What follows belongs to an exercise in optimizing a design on an open flow for small area; a production flow would make more cautious choices. At most, simulation tests tie the RTL to the original design; equivalence was not proved. The flow treats the clock pin as an ideal source, which a real chip does not have.

==> inputs of v20 <==
==> flow/design.v <==
package mpu_pkg;
  typedef enum logic [2:0] {
    S_IDLE     = 3'd0,
    S_FETCH    = 3'd1,
    S_OPERAND  = 3'd2,
    S_EXEC     = 3'd3,
    S_WAIT_IN  = 3'd4,
    S_WAIT_OUT = 3'd5,
    S_HALT     = 3'd6
  } stateT;
  localparam logic [3:0] OP_NOP = 4'h0;
  localparam logic [3:0] OP_LDA = 4'h1;
  localparam logic [3:0] OP_STA = 4'h2;
  localparam logic [3:0] OP_ADD = 4'h3;
  localparam logic [3:0] OP_SUB = 4'h4;
  localparam logic [3:0] OP_AND = 4'h5;
  localparam logic [3:0] OP_OR  = 4'h6;
  localparam logic [3:0] OP_XOR = 4'h7;
  localparam logic [3:0] OP_INC = 4'h8;
  localparam logic [3:0] OP_DEC = 4'h9;
  localparam logic [3:0] OP_JMP = 4'hA;
  localparam logic [3:0] OP_JZ  = 4'hB;
  localparam logic [3:0] OP_JNZ = 4'hC;
  localparam logic [3:0] OP_IN  = 4'hD;
  localparam logic [3:0] OP_OUT = 4'hE;
  localparam logic [3:0] OP_HLT = 4'hF;
endpackage
import mpu_pkg::*;
module mpu_alu
#(
  parameter int DATA_W = 8
) (
  input  logic [3:0]        op,
  input  logic [DATA_W-1:0] a,
  input  logic [DATA_W-1:0] b,
  output logic [DATA_W-1:0] res,
  output logic              carry
);
  logic              useB, invB, cin;
  logic [DATA_W-1:0] y, x, g, p;
  logic [DATA_W:0]   c;
  assign useB = !op[3];
  assign invB = op[2] | (op[3] & op[0]);
  assign cin  = op[2] | (op[3] & !op[0]);
  assign y    = ({DATA_W{useB}} & b) ^ {DATA_W{invB}};
  assign c[0] = cin;
  genvar i;
  generate
    for (i = 0; i < DATA_W; i++) begin : gAdd
      assign c[i+1] = (a[i] & y[i]) | (c[i] & (a[i] ^ y[i]));
    end
  endgenerate
  assign carry = c[DATA_W] ^ op[2];
  assign g = a & b;
  assign p = a | b;
  assign x = a ^ b;
  always_comb begin
    case (op)
      OP_AND:  res = g;
      OP_OR:   res = p;
      OP_XOR:  res = x;
      OP_LDA:  res = b;
      default: res = a ^ y ^ c[DATA_W-1:0];
    endcase
  end
endmodule
import mpu_pkg::*;
module mpu_core_p
#(
  parameter int DATA_W = 8,
  parameter int ADDR_W = 8
) (
  input  logic              iClk,
  input  logic              iRst,
  input  logic              iStart,
  input  logic              iLoadEn,
  input  logic [ADDR_W-1:0] iLoadAddr,
  input  logic [DATA_W-1:0] iLoadData,
  input  logic [DATA_W-1:0] iInData,
  input  logic              iInValid,
  output logic              oInReady,
  output logic [DATA_W-1:0] oOutData,
  output logic              oOutValid,
  input  logic              iOutReady,
  output logic [ADDR_W-1:0] oPC,
  output logic [DATA_W-1:0] oAcc,
  output logic [DATA_W-1:0] oIR,
  output logic [2:0]        oState,
  output logic              oZero,
  output logic              oSign,
  output logic              oCarry,
  output logic              oHalt,
  output logic              oBusy
);
  localparam int DEPTH = 2 ** ADDR_W;
  mpu_pkg::stateT    state;
  logic [ADDR_W-1:0] pc, arg, addr;
  logic [DATA_W-1:0] acc, ir;
  logic [DATA_W-1:0] mem [0:DEPTH-1];
  logic [DATA_W-1:0] rdata, wdata, aluRes, accNext;
  logic [DEPTH-1:0]  wordSel, wordSelN;
  logic [DATA_W-1:0] memD [0:DEPTH-1];
  logic [3:0]        op;
  logic              aluCarry;
  logic              loadOk, inExec, memWe, fetchHasArg;
  assign op     = ir[3:0];
  assign loadOk = (state == S_IDLE) || (state == S_HALT);
  assign inExec = (state == S_EXEC);
  assign addr   = loadOk ? iLoadAddr : (inExec ? arg : pc);
  assign memWe  = loadOk ? iLoadEn : (inExec && (op == OP_STA));
  assign wdata  = memWe ? (loadOk ? iLoadData : acc) : rdata;
  logic [15:0] hi, lo;
  always_comb begin
    for (int j = 0; j < 16; j++) begin
      hi[j] = (addr[7:4] == j[3:0]);
      lo[j] = (addr[3:0] == j[3:0]);
    end
  end
  logic [DATA_W-1:0] rdPart [0:85];
  genvar w, b, k;
  generate
    for (w = 0; w < DEPTH; w++) begin : gWord
      mpu_and2  uSel  (.a(hi[w / 16]), .b(lo[w % 16]), .y(wordSel[w]));
      mpu_nand2 uSelN (.a(hi[w / 16]), .b(lo[w % 16]), .y(wordSelN[w]));
      for (b = 0; b < DATA_W; b++) begin : gBitCell
        mpu_ao22 uHold (.a1(mem[w][b]), .a2(wordSelN[w]), .b1(wdata[b]), .b2(wordSel[w]),
                        .y(memD[w][b]));
      end
      always_ff @(posedge iClk) begin
        mem[w] <= memD[w];
      end
    end
    for (b = 0; b < DATA_W; b++) begin : gBit
      for (k = 0; k < 85; k++) begin : gPart
        mpu_aoi222 uAoi (
          .a0(mem[3*k][b]),   .s0(wordSel[3*k]),
          .a1(mem[3*k+1][b]), .s1(wordSel[3*k+1]),
          .a2(mem[3*k+2][b]), .s2(wordSel[3*k+2]),
          .y (rdPart[k][b])
        );
      end
      mpu_nand2 uLast (.a(mem[255][b]), .b(wordSel[255]), .y(rdPart[85][b]));
    end
  endgenerate
  always_comb begin
    rdata = '1;
    for (int i = 0; i < 86; i++)
      rdata = rdata & rdPart[i];
    rdata = ~rdata;
  end
  assign fetchHasArg = ((rdata[3:0] >= OP_LDA) && (rdata[3:0] <= OP_XOR)) ||
                       ((rdata[3:0] >= OP_JMP) && (rdata[3:0] <= OP_JNZ));
  mpu_alu #(.DATA_W(DATA_W)) uAlu (
    .op   (op),
    .a    (acc),
    .b    (rdata),
    .res  (aluRes),
    .carry(aluCarry)
  );
  assign accNext = (state == S_WAIT_IN) ? iInData : aluRes;
  always_ff @(posedge iClk) begin
    arg <= rdata;
  end
  always_ff @(posedge iClk or negedge iRst) begin
    if (!iRst) begin
      state    <= S_IDLE;
      pc       <= '0;
      acc      <= '0;
      ir       <= '0;
      oOutData <= '0;
      oZero    <= 1'b0;
      oSign    <= 1'b0;
      oCarry   <= 1'b0;
    end else begin
      case (state)
        S_IDLE, S_HALT: begin
          if (iStart) begin
            pc    <= '0;
            state <= S_FETCH;
          end
        end
        S_FETCH: begin
          ir    <= rdata;
          pc    <= pc + 1'b1;
          state <= fetchHasArg ? S_OPERAND : S_EXEC;
        end
        S_OPERAND: begin
          pc    <= pc + 1'b1;
          state <= S_EXEC;
        end
        S_EXEC: begin
          state <= S_FETCH;
          case (op)
            OP_LDA, OP_ADD, OP_SUB, OP_AND, OP_OR, OP_XOR, OP_INC, OP_DEC: begin
              acc   <= accNext;
              oZero <= (accNext == '0);
              oSign <= accNext[DATA_W-1];
              if ((op == OP_ADD) || (op == OP_SUB)) oCarry <= aluCarry;
            end
            OP_JMP: pc <= arg;
            OP_JZ:  if (oZero)  pc <= arg;
            OP_JNZ: if (!oZero) pc <= arg;
            OP_IN:  state <= S_WAIT_IN;
            OP_OUT: begin
              oOutData <= acc;
              state    <= S_WAIT_OUT;
            end
            OP_HLT: state <= S_HALT;
            default: ;
          endcase
        end
        S_WAIT_IN: begin
          if (iInValid) begin
            acc   <= accNext;
            oZero <= (accNext == '0);
            oSign <= accNext[DATA_W-1];
            state <= S_FETCH;
          end
        end
        S_WAIT_OUT: begin
          if (iOutReady) state <= S_FETCH;
        end
        default: state <= S_IDLE;
      endcase
    end
  end
  assign oInReady  = (state == S_WAIT_IN);
  assign oOutValid = (state == S_WAIT_OUT);
  assign oHalt     = (state == S_HALT);
  assign oBusy     = (state == S_FETCH) || (state == S_OPERAND) || (state == S_EXEC) ||
                     (state == S_WAIT_IN) || (state == S_WAIT_OUT);
  assign oPC    = pc;
  assign oAcc   = acc;
  assign oIR    = ir;
  assign oState = state;
endmodule
module mpu_and2 (
  input  logic a,
  input  logic b,
  output logic y
);
  assign y = a & b;
endmodule
module mpu_nand2 (
  input  logic a,
  input  logic b,
  output logic y
);
  assign y = ~(a & b);
endmodule
module mpu_aoi222 (
  input  logic a0, s0,
  input  logic a1, s1,
  input  logic a2, s2,
  output logic y
);
  assign y = ~((a0 & s0) | (a1 & s1) | (a2 & s2));
endmodule
module mpu_ao22 (
  input  logic a1, a2,
  input  logic b1, b2,
  output logic y
);
  assign y = (a1 & a2) | (b1 & b2);
endmodule
==> flow/flow/run.sh <==
#!/bin/bash
set -euo pipefail
bash standard.sh \
  BUFFER_PORTS_ARGS="-buffer_cell sky130_fd_sc_hd__buf_1" \
  CTS_ARGS="-sink_clustering_enable -repair_clock_nets -dont_use_dummy_load -buf_list sky130_fd_sc_hd__clkbuf_4" \
  finish > flow_make.log 2>&1
==> flow/standard.sh <==
#!/bin/bash
# synth_recipe.tcl (not shown) runs the flow's synth.tcl, then flattens the netlist and writes it again
# the make line also repeats each setting of config.mk as NAME=value (left out here)
make -C /OpenROAD-flow-scripts/flow DESIGN_CONFIG=/design/flow/config.mk WORK_HOME=/design/flow/orfs CLKGATE_MAP_FILE= SYNTH_SCRIPT=/design/flow/synth_recipe.tcl "${@:-finish}"
==> flow/config.mk <==
export PLATFORM = sky130hd
export DESIGN_NAME = mpu_core_p
export DESIGN_NICKNAME = mpu_core_p
export VERILOG_FILES = /design/flow/design.v
export SDC_FILE = /design/flow/constraint.sdc
export NUM_CORES = 4
export LEC_CHECK = 0
export CAP_MARGIN = 0
export CORE_MARGIN = 2
export CORE_UTILIZATION = 60
export PLACE_DENSITY = 0.72
export SLEW_MARGIN = 0
export SYNTH_HIERARCHICAL = 1
export SYNTH_MINIMUM_KEEP_SIZE = 0
==> flow/constraint.sdc <==
create_clock -name core_clock -period 10.0 [get_ports {iClk}]
set_input_delay 2.0000 -clock core_clock [delete_from_list [all_inputs] [get_ports {iClk}]]
set_output_delay 2.0000 -clock core_clock [all_outputs]
set_load 0.01 [all_outputs]
==> v29 (differences from v20) <==
==> flow/design.v, changed modules only <==
module mpu_alu
#(
  parameter int DATA_W = 8
) (
  input  logic [3:0]        op,
  input  logic [DATA_W-1:0] a,
  input  logic [DATA_W-1:0] b,
  output logic [DATA_W-1:0] res,
  output logic              carry
);
  logic [DATA_W-1:0] addB;
  logic              addCin;
  logic [DATA_W:0]   sum;
  always_comb begin
    case (op)
      OP_ADD:  begin addB = b;        addCin = 1'b0; end
      OP_SUB:  begin addB = ~b;       addCin = 1'b1; end
      OP_INC:  begin addB = '0;       addCin = 1'b1; end
      default: begin addB = '1;       addCin = 1'b0; end
    endcase
  end
  assign sum = {1'b0, a} + {1'b0, addB} + {{DATA_W{1'b0}}, addCin};
  assign carry = sum[DATA_W] ^ op[2];
  always_comb begin
    case (op)
      OP_AND:  res = a & b;
      OP_OR:   res = a | b;
      OP_XOR:  res = a ^ b;
      OP_LDA:  res = b;
      default: res = sum[DATA_W-1:0];
    endcase
  end
endmodule
module mpu_core_p
#(
  parameter int DATA_W = 8,
  parameter int ADDR_W = 8
) (
  input  logic              iClk,
  input  logic              iRst,
  input  logic              iStart,
  input  logic              iLoadEn,
  input  logic [ADDR_W-1:0] iLoadAddr,
  input  logic [DATA_W-1:0] iLoadData,
  input  logic [DATA_W-1:0] iInData,
  input  logic              iInValid,
  output logic              oInReady,
  output logic [DATA_W-1:0] oOutData,
  output logic              oOutValid,
  input  logic              iOutReady,
  output logic [ADDR_W-1:0] oPC,
  output logic [DATA_W-1:0] oAcc,
  output logic [DATA_W-1:0] oIR,
  output logic [2:0]        oState,
  output logic              oZero,
  output logic              oSign,
  output logic              oCarry,
  output logic              oHalt,
  output logic              oBusy
);
  localparam int DEPTH = 2 ** ADDR_W;
  mpu_pkg::stateT    state;
  logic [ADDR_W-1:0] pc, arg, addr;
  logic [DATA_W-1:0] acc, ir;
  logic [DATA_W-1:0] mem [0:DEPTH-1];
  logic [DATA_W-1:0] rdata, wdata, aluRes, accNext;
  logic [DEPTH-1:0]  wordSel;
  logic [3:0]        op;
  logic              aluCarry;
  logic              loadOk, inExec, memWe, fetchHasArg;
  assign op     = ir[3:0];
  assign loadOk = (state == S_IDLE) || (state == S_HALT);
  assign inExec = (state == S_EXEC);
  assign addr   = loadOk ? iLoadAddr : (inExec ? arg : pc);
  assign memWe  = loadOk ? iLoadEn : (inExec && (op == OP_STA));
  assign wdata  = memWe ? (loadOk ? iLoadData : acc) : rdata;
  logic [15:0] hiN, loN;
  always_comb begin
    for (int j = 0; j < 16; j++) begin
      hiN[j]   = (addr[7:4] != j[3:0]);
      loN[j]   = (addr[3:0] != j[3:0]);
    end
  end
  logic [DATA_W-1:0] rdPart [0:85];
  genvar w, b, k;
  generate
    for (w = 0; w < DEPTH; w++) begin : gWord
      mpu_nor2 uSel (.a(hiN[w / 16]),   .b(loN[w % 16]), .y(wordSel[w]));
      always_ff @(posedge iClk) begin
        if (wordSel[w])
          mem[w] <= wdata;
      end
    end
    for (b = 0; b < DATA_W; b++) begin : gBit
      for (k = 0; k < 85; k++) begin : gPart
        mpu_aoi222 uAoi (
          .a0(mem[3*k][b]),   .s0(wordSel[3*k]),
          .a1(mem[3*k+1][b]), .s1(wordSel[3*k+1]),
          .a2(mem[3*k+2][b]), .s2(wordSel[3*k+2]),
          .y (rdPart[k][b])
        );
      end
      mpu_nand2 uLast (.a(mem[255][b]), .b(wordSel[255]), .y(rdPart[85][b]));
    end
  endgenerate
  always_comb begin
    rdata = '1;
    for (int i = 0; i < 86; i++)
      rdata = rdata & rdPart[i];
    rdata = ~rdata;
  end
  assign fetchHasArg = ((rdata[3:0] >= OP_LDA) && (rdata[3:0] <= OP_XOR)) ||
                       ((rdata[3:0] >= OP_JMP) && (rdata[3:0] <= OP_JNZ));
  mpu_alu #(.DATA_W(DATA_W)) uAlu (
    .op   (op),
    .a    (acc),
    .b    (rdata),
    .res  (aluRes),
    .carry(aluCarry)
  );
  assign accNext = (state == S_WAIT_IN) ? iInData : aluRes;
  always_ff @(posedge iClk) begin
    arg <= rdata;
  end
  always_ff @(posedge iClk or negedge iRst) begin
    if (!iRst) begin
      state    <= S_IDLE;
      pc       <= '0;
      acc      <= '0;
      ir       <= '0;
      oOutData <= '0;
      oZero    <= 1'b0;
      oSign    <= 1'b0;
      oCarry   <= 1'b0;
    end else begin
      case (state)
        S_IDLE, S_HALT: begin
          if (iStart) begin
            pc    <= '0;
            state <= S_FETCH;
          end
        end
        S_FETCH: begin
          ir    <= rdata;
          pc    <= pc + 1'b1;
          state <= fetchHasArg ? S_OPERAND : S_EXEC;
        end
        S_OPERAND: begin
          pc    <= pc + 1'b1;
          state <= S_EXEC;
        end
        S_EXEC: begin
          state <= S_FETCH;
          case (op)
            OP_LDA, OP_ADD, OP_SUB, OP_AND, OP_OR, OP_XOR, OP_INC, OP_DEC: begin
              acc   <= accNext;
              oZero <= (accNext == '0);
              oSign <= accNext[DATA_W-1];
              if ((op == OP_ADD) || (op == OP_SUB)) oCarry <= aluCarry;
            end
            OP_JMP: pc <= arg;
            OP_JZ:  if (oZero)  pc <= arg;
            OP_JNZ: if (!oZero) pc <= arg;
            OP_IN:  state <= S_WAIT_IN;
            OP_OUT: begin
              oOutData <= acc;
              state    <= S_WAIT_OUT;
            end
            OP_HLT: state <= S_HALT;
            default: ;
          endcase
        end
        S_WAIT_IN: begin
          if (iInValid) begin
            acc   <= accNext;
            oZero <= (accNext == '0);
            oSign <= accNext[DATA_W-1];
            state <= S_FETCH;
          end
        end
        S_WAIT_OUT: begin
          if (iOutReady) state <= S_FETCH;
        end
        default: state <= S_IDLE;
      endcase
    end
  end
  assign oInReady  = (state == S_WAIT_IN);
  assign oOutValid = (state == S_WAIT_OUT);
  assign oHalt     = (state == S_HALT);
  assign oBusy     = (state == S_FETCH) || (state == S_OPERAND) || (state == S_EXEC) ||
                     (state == S_WAIT_IN) || (state == S_WAIT_OUT);
  assign oPC    = pc;
  assign oAcc   = acc;
  assign oIR    = ir;
  assign oState = state;
endmodule
module mpu_nor2 (
  input  logic a,
  input  logic b,
  output logic y
);
  assign y = ~(a | b);
endmodule
// module mpu_and2 removed
// module mpu_ao22 removed
==> flow/run.sh (new file) <==
#!/bin/bash
# synth_recipe.tcl (not shown) runs the flow's synth.tcl, then flattens the netlist and writes it again
# the make line also repeats each setting of config.mk as NAME=value (left out here)
make -C /OpenROAD-flow-scripts/flow DESIGN_CONFIG=/design/flow/config.mk WORK_HOME=/design/flow/orfs CLKGATE_MAP_FILE= SYNTH_SCRIPT=/design/flow/synth_recipe.tcl finish
- CAP_MARGIN: 0 -> 20
- CTS_BUF_LIST: unset -> sky130_fd_sc_hd__clkbuf_8
- SLEW_MARGIN: 0 -> 20
removed: flow/flow/run.sh
removed: flow/standard.sh
==> v26 (differences from v20) <==
==> flow/design.v, changed modules only <==
module mpu_alu
#(
  parameter int DATA_W = 8
) (
  input  logic [3:0]        op,
  input  logic [DATA_W-1:0] a,
  input  logic [DATA_W-1:0] b,
  output logic [DATA_W-1:0] res,
  output logic              carry
);
  logic              useB, invB, cin;
  logic [DATA_W-1:0] y, x, g, p;
  logic [DATA_W:0]   c;
  assign useB = !op[3];
  assign invB = op[2] | (op[3] & op[0]);
  assign cin  = op[2] | (op[3] & !op[0]);
  assign y    = ({DATA_W{useB}} & b) ^ {DATA_W{invB}};
  logic [DATA_W:0] sum;
  assign sum = {1'b0, a} + {1'b0, y} + {{DATA_W{1'b0}}, cin};
  assign c   = {sum[DATA_W], {DATA_W{1'b0}}};
  assign carry = c[DATA_W] ^ op[2];
  assign g = a & b;
  assign p = a | b;
  assign x = a ^ b;
  always_comb begin
    case (op)
      OP_AND:  res = g;
      OP_OR:   res = p;
      OP_XOR:  res = x;
      OP_LDA:  res = b;
      default: res = sum[DATA_W-1:0];
    endcase
  end
endmodule
module mpu_core_p
#(
  parameter int DATA_W = 8,
  parameter int ADDR_W = 8
) (
  input  logic              iClk,
  input  logic              iRst,
  input  logic              iStart,
  input  logic              iLoadEn,
  input  logic [ADDR_W-1:0] iLoadAddr,
  input  logic [DATA_W-1:0] iLoadData,
  input  logic [DATA_W-1:0] iInData,
  input  logic              iInValid,
  output logic              oInReady,
  output logic [DATA_W-1:0] oOutData,
  output logic              oOutValid,
  input  logic              iOutReady,
  output logic [ADDR_W-1:0] oPC,
  output logic [DATA_W-1:0] oAcc,
  output logic [DATA_W-1:0] oIR,
  output logic [2:0]        oState,
  output logic              oZero,
  output logic              oSign,
  output logic              oCarry,
  output logic              oHalt,
  output logic              oBusy
);
  localparam int DEPTH = 2 ** ADDR_W;
  mpu_pkg::stateT    state;
  logic [ADDR_W-1:0] pc, arg, addr;
  logic [DATA_W-1:0] acc, ir;
  logic [DATA_W-1:0] mem [0:DEPTH-1];
  logic [DATA_W-1:0] rdata, wdata, aluRes, accNext;
  logic [DEPTH-1:0]  wordSel, wordSelN;
  logic [DATA_W-1:0] memD [0:DEPTH-1];
  logic [3:0]        op;
  logic              aluCarry, zeroNext;
  logic              loadOk, inExec, memWe, fetchHasArg;
  assign op     = ir[3:0];
  logic loadOkQ, inExecQ;
  assign loadOk = loadOkQ;
  assign inExec = inExecQ;
  assign addr   = loadOk ? iLoadAddr : (inExec ? arg : pc);
  assign memWe  = loadOk ? iLoadEn : (inExec && (op == OP_STA));
  assign wdata  = memWe ? (loadOk ? iLoadData : acc) : rdata;
  logic [15:0] hi, lo;
  always_comb begin
    for (int j = 0; j < 16; j++) begin
      hi[j] = (addr[7:4] == j[3:0]);
      lo[j] = (addr[3:0] == j[3:0]);
    end
  end
  logic [DATA_W-1:0] rdPart [0:85];
  genvar w, b, k;
  generate
    for (w = 0; w < DEPTH; w++) begin : gWord
      mpu_nand2 uSelN (.a(hi[w / 16]), .b(lo[w % 16]), .y(wordSelN[w]));
      mpu_inv   uSel  (.a(wordSelN[w]), .y(wordSel[w]));
      for (b = 0; b < DATA_W; b++) begin : gBitCell
        mpu_ao22 uHold (.a1(mem[w][b]), .a2(wordSelN[w]), .b1(wdata[b]), .b2(wordSel[w]),
                        .y(memD[w][b]));
      end
      always_ff @(posedge iClk) begin
        mem[w] <= memD[w];
      end
    end
    for (b = 0; b < DATA_W; b++) begin : gBit
      for (k = 0; k < 85; k++) begin : gPart
        mpu_aoi222 uAoi (
          .a0(mem[3*k][b]),   .s0(wordSel[3*k]),
          .a1(mem[3*k+1][b]), .s1(wordSel[3*k+1]),
          .a2(mem[3*k+2][b]), .s2(wordSel[3*k+2]),
          .y (rdPart[k][b])
        );
      end
      mpu_nand2 uLast (.a(mem[255][b]), .b(wordSel[255]), .y(rdPart[85][b]));
    end
  endgenerate
  always_comb begin
    rdata = '1;
    for (int i = 0; i < 86; i++)
      rdata = rdata & rdPart[i];
    rdata = ~rdata;
  end
  assign fetchHasArg = ((rdata[3:0] >= OP_LDA) && (rdata[3:0] <= OP_XOR)) ||
                       ((rdata[3:0] >= OP_JMP) && (rdata[3:0] <= OP_JNZ));
  mpu_alu #(.DATA_W(DATA_W)) uAlu (
    .op   (op),
    .a    (acc),
    .b    (rdata),
    .res  (aluRes),
    .carry(aluCarry)
  );
  assign accNext  = (state == S_WAIT_IN) ? iInData : aluRes;
  assign zeroNext = (accNext == '0);
  always_ff @(posedge iClk) begin
    arg <= rdata;
  end
  mpu_pkg::stateT stateNext;
  always_comb begin
    stateNext = state;
    case (state)
      S_IDLE, S_HALT: if (iStart) stateNext = S_FETCH;
      S_FETCH:        stateNext = fetchHasArg ? S_OPERAND : S_EXEC;
      S_OPERAND:      stateNext = S_EXEC;
      S_EXEC: begin
        case (op)
          OP_IN:   stateNext = S_WAIT_IN;
          OP_OUT:  stateNext = S_WAIT_OUT;
          OP_HLT:  stateNext = S_HALT;
          default: stateNext = S_FETCH;
        endcase
      end
      S_WAIT_IN:  if (iInValid)  stateNext = S_FETCH;
      S_WAIT_OUT: if (iOutReady) stateNext = S_FETCH;
      default:    stateNext = S_IDLE;
    endcase
  end
  always_ff @(posedge iClk or negedge iRst) begin
    if (!iRst) begin
      state   <= S_IDLE;
      loadOkQ <= 1'b1;
      inExecQ <= 1'b0;
    end else begin
      state   <= stateNext;
      loadOkQ <= (stateNext == S_IDLE) || (stateNext == S_HALT);
      inExecQ <= (stateNext == S_EXEC);
    end
  end
  always_ff @(posedge iClk or negedge iRst) begin
    if (!iRst) begin
      pc       <= '0;
      acc      <= '0;
      ir       <= '0;
      oOutData <= '0;
      oZero    <= 1'b0;
      oSign    <= 1'b0;
      oCarry   <= 1'b0;
    end else begin
      case (state)
        S_IDLE, S_HALT: begin
          if (iStart) pc <= '0;
        end
        S_FETCH: begin
          ir <= rdata;
          pc <= pc + 1'b1;
        end
        S_OPERAND: begin
          pc <= pc + 1'b1;
        end
        S_EXEC: begin
          case (op)
            OP_LDA, OP_ADD, OP_SUB, OP_AND, OP_OR, OP_XOR, OP_INC, OP_DEC: begin
              acc   <= accNext;
              oZero <= zeroNext;
              oSign <= accNext[DATA_W-1];
              if ((op == OP_ADD) || (op == OP_SUB)) oCarry <= aluCarry;
            end
            OP_JMP: pc <= arg;
            OP_JZ:  if (oZero)  pc <= arg;
            OP_JNZ: if (!oZero) pc <= arg;
            OP_OUT: oOutData <= acc;
            default: ;
          endcase
        end
        S_WAIT_IN: begin
          if (iInValid) begin
            acc   <= accNext;
            oZero <= zeroNext;
            oSign <= accNext[DATA_W-1];
          end
        end
        default: ;
      endcase
    end
  end
  assign oInReady  = (state == S_WAIT_IN);
  assign oOutValid = (state == S_WAIT_OUT);
  assign oHalt     = (state == S_HALT);
  assign oBusy     = (state == S_FETCH) || (state == S_OPERAND) || (state == S_EXEC) ||
                     (state == S_WAIT_IN) || (state == S_WAIT_OUT);
  assign oPC    = pc;
  assign oAcc   = acc;
  assign oIR    = ir;
  assign oState = state;
endmodule
module mpu_inv (
  input  logic a,
  output logic y
);
  assign y = ~a;
endmodule
// module mpu_and2 removed
==> flow/flow/run.sh (replaced) <==
#!/bin/bash
set -euo pipefail
bash standard.sh \
  BUFFER_PORTS_ARGS="-buffer_cell sky130_fd_sc_hd__buf_1" \
  CTS_ARGS="-sink_clustering_enable -repair_clock_nets -dont_use_dummy_load -buf_list sky130_fd_sc_hd__clkbuf_16 -sink_clustering_size 30 -sink_clustering_max_diameter 80" \
  finish > flow_make.log 2>&1
- CAP_MARGIN: 0 -> 20
- CORE_UTILIZATION: 60 -> 72
- PLACE_DENSITY: 0.72 -> 0.82
- SLEW_MARGIN: 0 -> 20
==> results.cfg <==
[outcome]
status = complete, no violations

[final_layout]
area_delta_synth_final_pct = 7.93
layoutNonFillerInstCount = 7845

[synthesis]
syn_avg_cell_area_um2 = 12.0
yosysWarnings = 12

[pwr]
Source of the figures above: v26

==> results.cfg <==
[outcome]
status = complete, no violations

[synthesis]
syn_avg_cell_area_um2 = 12.2
yosysWarnings = 12

[final_layout]
layoutNonFillerInstCount = 8745
area_delta_synth_final_pct = 14.0

[pwr]
Source of the figures above: v20

==> results.cfg <==
[outcome]
status = complete, no violations

[synthesis]
syn_avg_cell_area_um2 = 20.1
yosysWarnings = 11

[final_layout]
area_delta_synth_final_pct = 15.4

[pwr]
Source of the figures above: v29

Function not checked in v20: the RTL went through the layout flow alone.

-- separate check: timing with driven ports --
Ports are ideal in the flow. The routed layouts listed here were re-timed in OpenROAD.
Step 1 assumes that a clkbuf_16 drives the clock port and a buf_2 every other input.
Step 2 moves the port delays by t, midway between the first and last clock arrival at a register: inputs arrive t later, outputs are due t later. That takes back most of the time a late clock gives input paths.
a / b / c = ideal ports / drivers / drivers and shift; a / b = the first two.
run	t, ns	setup WS [ns]	worst register clock-pin slew, ns
v20	1.323	0.284 / 0.284 / -0.362	0.08 / 0.08
v29	1.065	1.244 / 1.284 / 0.231	0.07 / 0.07
v26	0.775	0.407 / 0.466 / -0.309	0.12 / 0.12
With both steps, setup timing fails in v20 and v26, where it was met with ideal ports. The setup slack of v29, which loses most, moves by +0.040 ns with the drivers and by -1.013 ns with both steps.
